This design comes from an exercise in tuning for small area, a short achievable clock period and few clock cycles on the open sky130 flow, not from production work.
The RTL was checked by simulation tests, not by an equivalence proof against the original design.
Power figures rest on the tool's default switching activity, not on a simulated workload.

## try-raven
// alu_muldiv_unit
module alu_muldiv_unit #(
    parameter int WIDTH = 32,
    parameter int SHW   = $clog2(WIDTH)
) (
    input  wire logic             clk,
    input  wire logic             rst,
    input  wire logic [4:0]       ALUControl,
    input  wire logic [WIDTH-1:0] SrcA,
    input  wire logic [WIDTH-1:0] SrcB,
    input  wire logic             start,
    output logic      [WIDTH-1:0] ALUOut,
    output logic                  ZERO,
    output logic                  OVF,
    output logic                  busy,
    output logic                  done,
    output logic                  dz,
    output logic                  stall,
    output logic      [WIDTH-1:0] hi_o,
    output logic      [WIDTH-1:0] lo_o
);
    function automatic logic [5:0] bitlen(input logic [31:0] v);
        bitlen = 6'd0;
        for (int i = 0; i < 32; i++)
            if (v[i]) bitlen = 6'(i + 1);
    endfunction
    function automatic logic [31:0] lowor(input logic [31:0] v);
        logic [31:0] t;
        t = {v[30:0], 1'b0};
        for (int l = 0; l < 5; l++)
            for (int i = 0; i < 32; i++)
                if ((i >> l) & 1) t[i] = t[i] | t[((i >> l) << l) - 1];
        lowor = t;
    endfunction
    function automatic logic [31:0] rev32(input logic [31:0] v);
        for (int i = 0; i < 32; i++) rev32[i] = v[31-i];
  ...
For scale: roughly 6400 cells after synthesis, roughly 150 flip-flops, ~170 I/O pins.
export LEC_CHECK = 0
export ABC_AREA = 1
export CAP_MARGIN = 20
export CORE_MARGIN = 2
export CORE_UTILIZATION = 45
export PLACE_DENSITY = 0.6
export SETUP_SLACK_MARGIN = 1.5
export SLEW_MARGIN = 20
create_clock -name core_clock -period 9.5 [get_ports {clk}]
standard.sh (not shown) runs the stock make flow with config.mk's settings and CLKGATE_MAP_FILE= SYNTH_SCRIPT=/design/flow/synth_recipe.tcl, a recipe that flattens the netlist after the stock synthesis.
==> flow/flow/run.sh <==
#!/bin/bash
# Standard layout, except: synthesis leaves adders to ABC (no full/half-adder
# cell mapping), the ports are buffered by buf_2 cells (in place of the
# default delay-buffer cells), and repair may resize across footprints.
set -euo pipefail
cd "$(dirname "${BASH_SOURCE[0]}")/.."
bash standard.sh ADDER_MAP_FILE= \
    'BUFFER_PORTS_ARGS=-buffer_cell sky130_fd_sc_hd__buf_2' \
    MATCH_CELL_FOOTPRINT=0 finish > flow_make.log 2>&1
try-raven: complete, dirty (max-capacitance violations, max-slew violations)
Testbench counts of try-raven, summed over its fixed seeds: cycles 6,323.
Here is what was changed in the inputs of try-delta compared with try-raven.
- a change of SETUP_SLACK_MARGIN from 1.5 to 2.0
==> summary.txt <==
- try-delta: all stages complete, timing, DRC and antenna checks passed
- Between try-delta and try-raven, it is try-delta whose utilization is higher, by 1.6 points.
- Number of max-slew violations in the final report, try-raven and try-delta: higher on try-raven
- [try-delta vs try-raven] power: higher in try-delta
- Going from try-raven to try-delta, the fraction of area in multi-input gates was found to have gone down by 1.5 points.
- Routed wire in try-delta totals more than in try-raven.

---

Another version of the RTL of alu_muldiv_unit (not shown whole).
Size: ~6300 cells after synthesis, about 150 flip-flops, roughly 170 I/O pins.
Settings: LEC_CHECK=0, ABC_AREA=1, CAP_MARGIN=20, CORE_MARGIN=2, CORE_UTILIZATION=45, PLACE_DENSITY=0.6, SETUP_SLACK_MARGIN=2.6, SLEW_MARGIN=20; clock period 9.5 ns.
Scripts as last shown in full above: flow/flow/run.sh
Testbench counts at the start, summed over its fixed seeds: cycles 6,323.
Change:
==> flow/run.sh (new file) <==
#!/bin/bash
# synth_recipe.tcl (not shown) runs the flow's synth.tcl, then flattens the netlist and writes it again
# the make line also repeats each setting of config.mk as NAME=value (left out here)
make -C /OpenROAD-flow-scripts/flow DESIGN_CONFIG=/design/flow/config.mk WORK_HOME=/design/flow/orfs CLKGATE_MAP_FILE= SYNTH_SCRIPT=/design/flow/synth_recipe.tcl finish
- SETUP_SLACK_MARGIN: 2.6 -> 1.5
removed: flow/flow/run.sh
removed: flow/standard.sh
After rerunning: Total power grows by 2.0%; worst hold slack improved by 0.012 ns; clock-buffer cell count is unchanged.

---

Starting RTL as in the previous note.
export LEC_CHECK = 0
export ABC_AREA = 1
export CAP_MARGIN = 20
export CORE_MARGIN = 2
export CORE_UTILIZATION = 55
export PLACE_DENSITY = 0.7
export SETUP_SLACK_MARGIN = 2.0
export SLEW_MARGIN = 20
create_clock -name core_clock -period 9.5 [get_ports {clk}]
==> flow/flow/run.sh <==
#!/bin/bash
# Standard layout, except: synthesis leaves adders to ABC (no full/half-adder
# cell mapping), the ports are buffered by buf_2 cells (in place of the
# default delay-buffer cells), and repair may resize across footprints.
set -euo pipefail
cd "$(dirname "${BASH_SOURCE[0]}")/.."
bash standard.sh ADDER_MAP_FILE= \
    'BUFFER_PORTS_ARGS=-buffer_cell sky130_fd_sc_hd__buf_2' \
    MATCH_CELL_FOOTPRINT=0 finish > flow_make.log 2>&1
The baseline finished clean.
Testbench counts at the start, summed over its fixed seeds: cycles 6,323.
==> next run, changes <==
==> flow/flow/run.sh (replaced) <==
#!/bin/bash
# Standard layout, with the ports buffered by buf_2 cells (in place of the
# default delay-buffer cells) and repair free to resize across footprints.
set -euo pipefail
cd "$(dirname "${BASH_SOURCE[0]}")/.."
bash standard.sh 'BUFFER_PORTS_ARGS=-buffer_cell sky130_fd_sc_hd__buf_2' \
    MATCH_CELL_FOOTPRINT=0 finish > flow_make.log 2>&1
CORE_UTILIZATION = 45   (was 55)
PLACE_DENSITY = 0.6   (was 0.7)
SETUP_SLACK_MARGIN = 1.5   (was 2.0)
After rerunning:
- wire length is lower by 1.2%
- total power came out higher by 3.7%
- synthesized area decreases by 1.5%
- utilization drops by 11 points
- count of clock-buffer cells in the layout increases by 5
- cell count is lower by 14%
- die area is higher by 20%
==> next run, changes <==
==> flow/flow/run.sh (replaced) <==
#!/bin/bash
# Standard layout, except: synthesis leaves adders to ABC (no full/half-adder
# cell mapping), the ports are buffered by buf_2 cells (in place of the
# default delay-buffer cells), and repair may resize across footprints.
set -euo pipefail
cd "$(dirname "${BASH_SOURCE[0]}")/.."
bash standard.sh ADDER_MAP_FILE= \
    'BUFFER_PORTS_ARGS=-buffer_cell sky130_fd_sc_hd__buf_2' \
    MATCH_CELL_FOOTPRINT=0 finish > flow_make.log 2>&1
SETUP_SLACK_MARGIN = 2.0   (was 1.5)
The changed run ran to the end with no violations.
Clock-buffer cell count decreases by 5.
Worst hold slack stays flat.
Via count increases by about a fifth.
Area after synthesis increases slightly.
Synthesized cell count increases by about a fifth.
Die area increases slightly.
Total power decreases slightly.
Sequential power increases slightly.
Global-route usage increases by 2.2 points.

## what the ideal ports hide
The results above use ideal ports. As a check the final layouts listed here were re-extracted and re-timed, cells and wires unchanged.
Step 1 (the two cells are an assumption about what drives the block):
set clk [get_ports {clk}]
set_driving_cell -lib_cell sky130_fd_sc_hd__clkbuf_16 $clk
set_driving_cell -lib_cell sky130_fd_sc_hd__buf_2 [delete_from_list [all_inputs] $clk]
Step 2, shift: input delay + t, output delay - t, t = (earliest + latest rising clock arrival at the registers) / 2. This alone moves slack from input paths to output paths.
a / b / c = ideal ports / drivers / drivers and shift; a / b = the first two.
run | t, ns | slack for setup (ns) | worst hold slack (ns) | worst slew at a driven data input, ns | cell pins on the clock port's net
try-raven | 0.548 | 1.491 / 1.464 / 1.317 | 0.467 / 0.467 / 0.467 | 0.07 | 1
try-delta | 0.555 | 1.711 / 1.673 / 1.454 | 0.469 / 0.469 / 0.469 | 0.10 | 1
the first run of note 2 | 0.538 | 1.871 / 1.795 / 1.795 | 0.467 / 0.467 / 0.467 | 0.15 | 1
the second run of note 2 | 0.516 | 1.582 / 1.555 / 1.367 | 0.479 / 0.479 / 0.479 | 0.05 | 1
the first run of note 3 | 0.516 | 1.791 / 1.755 / 1.487 | 0.462 / 0.462 / 0.462 | 0.10 | 1
the second run of note 3 | 0.551 | 1.548 / 1.529 / 1.044 | 0.472 / 0.472 / 0.472 | 0.07 | 1
the third run of note 3 | 0.540 | 2.036 / 2.013 / 1.756 | 0.470 / 0.470 / 0.470 | 0.13 | 1
For the second run of note 3, which loses most, drivers alone change the setup slack by -0.019 ns; drivers and shift together by -0.504 ns.
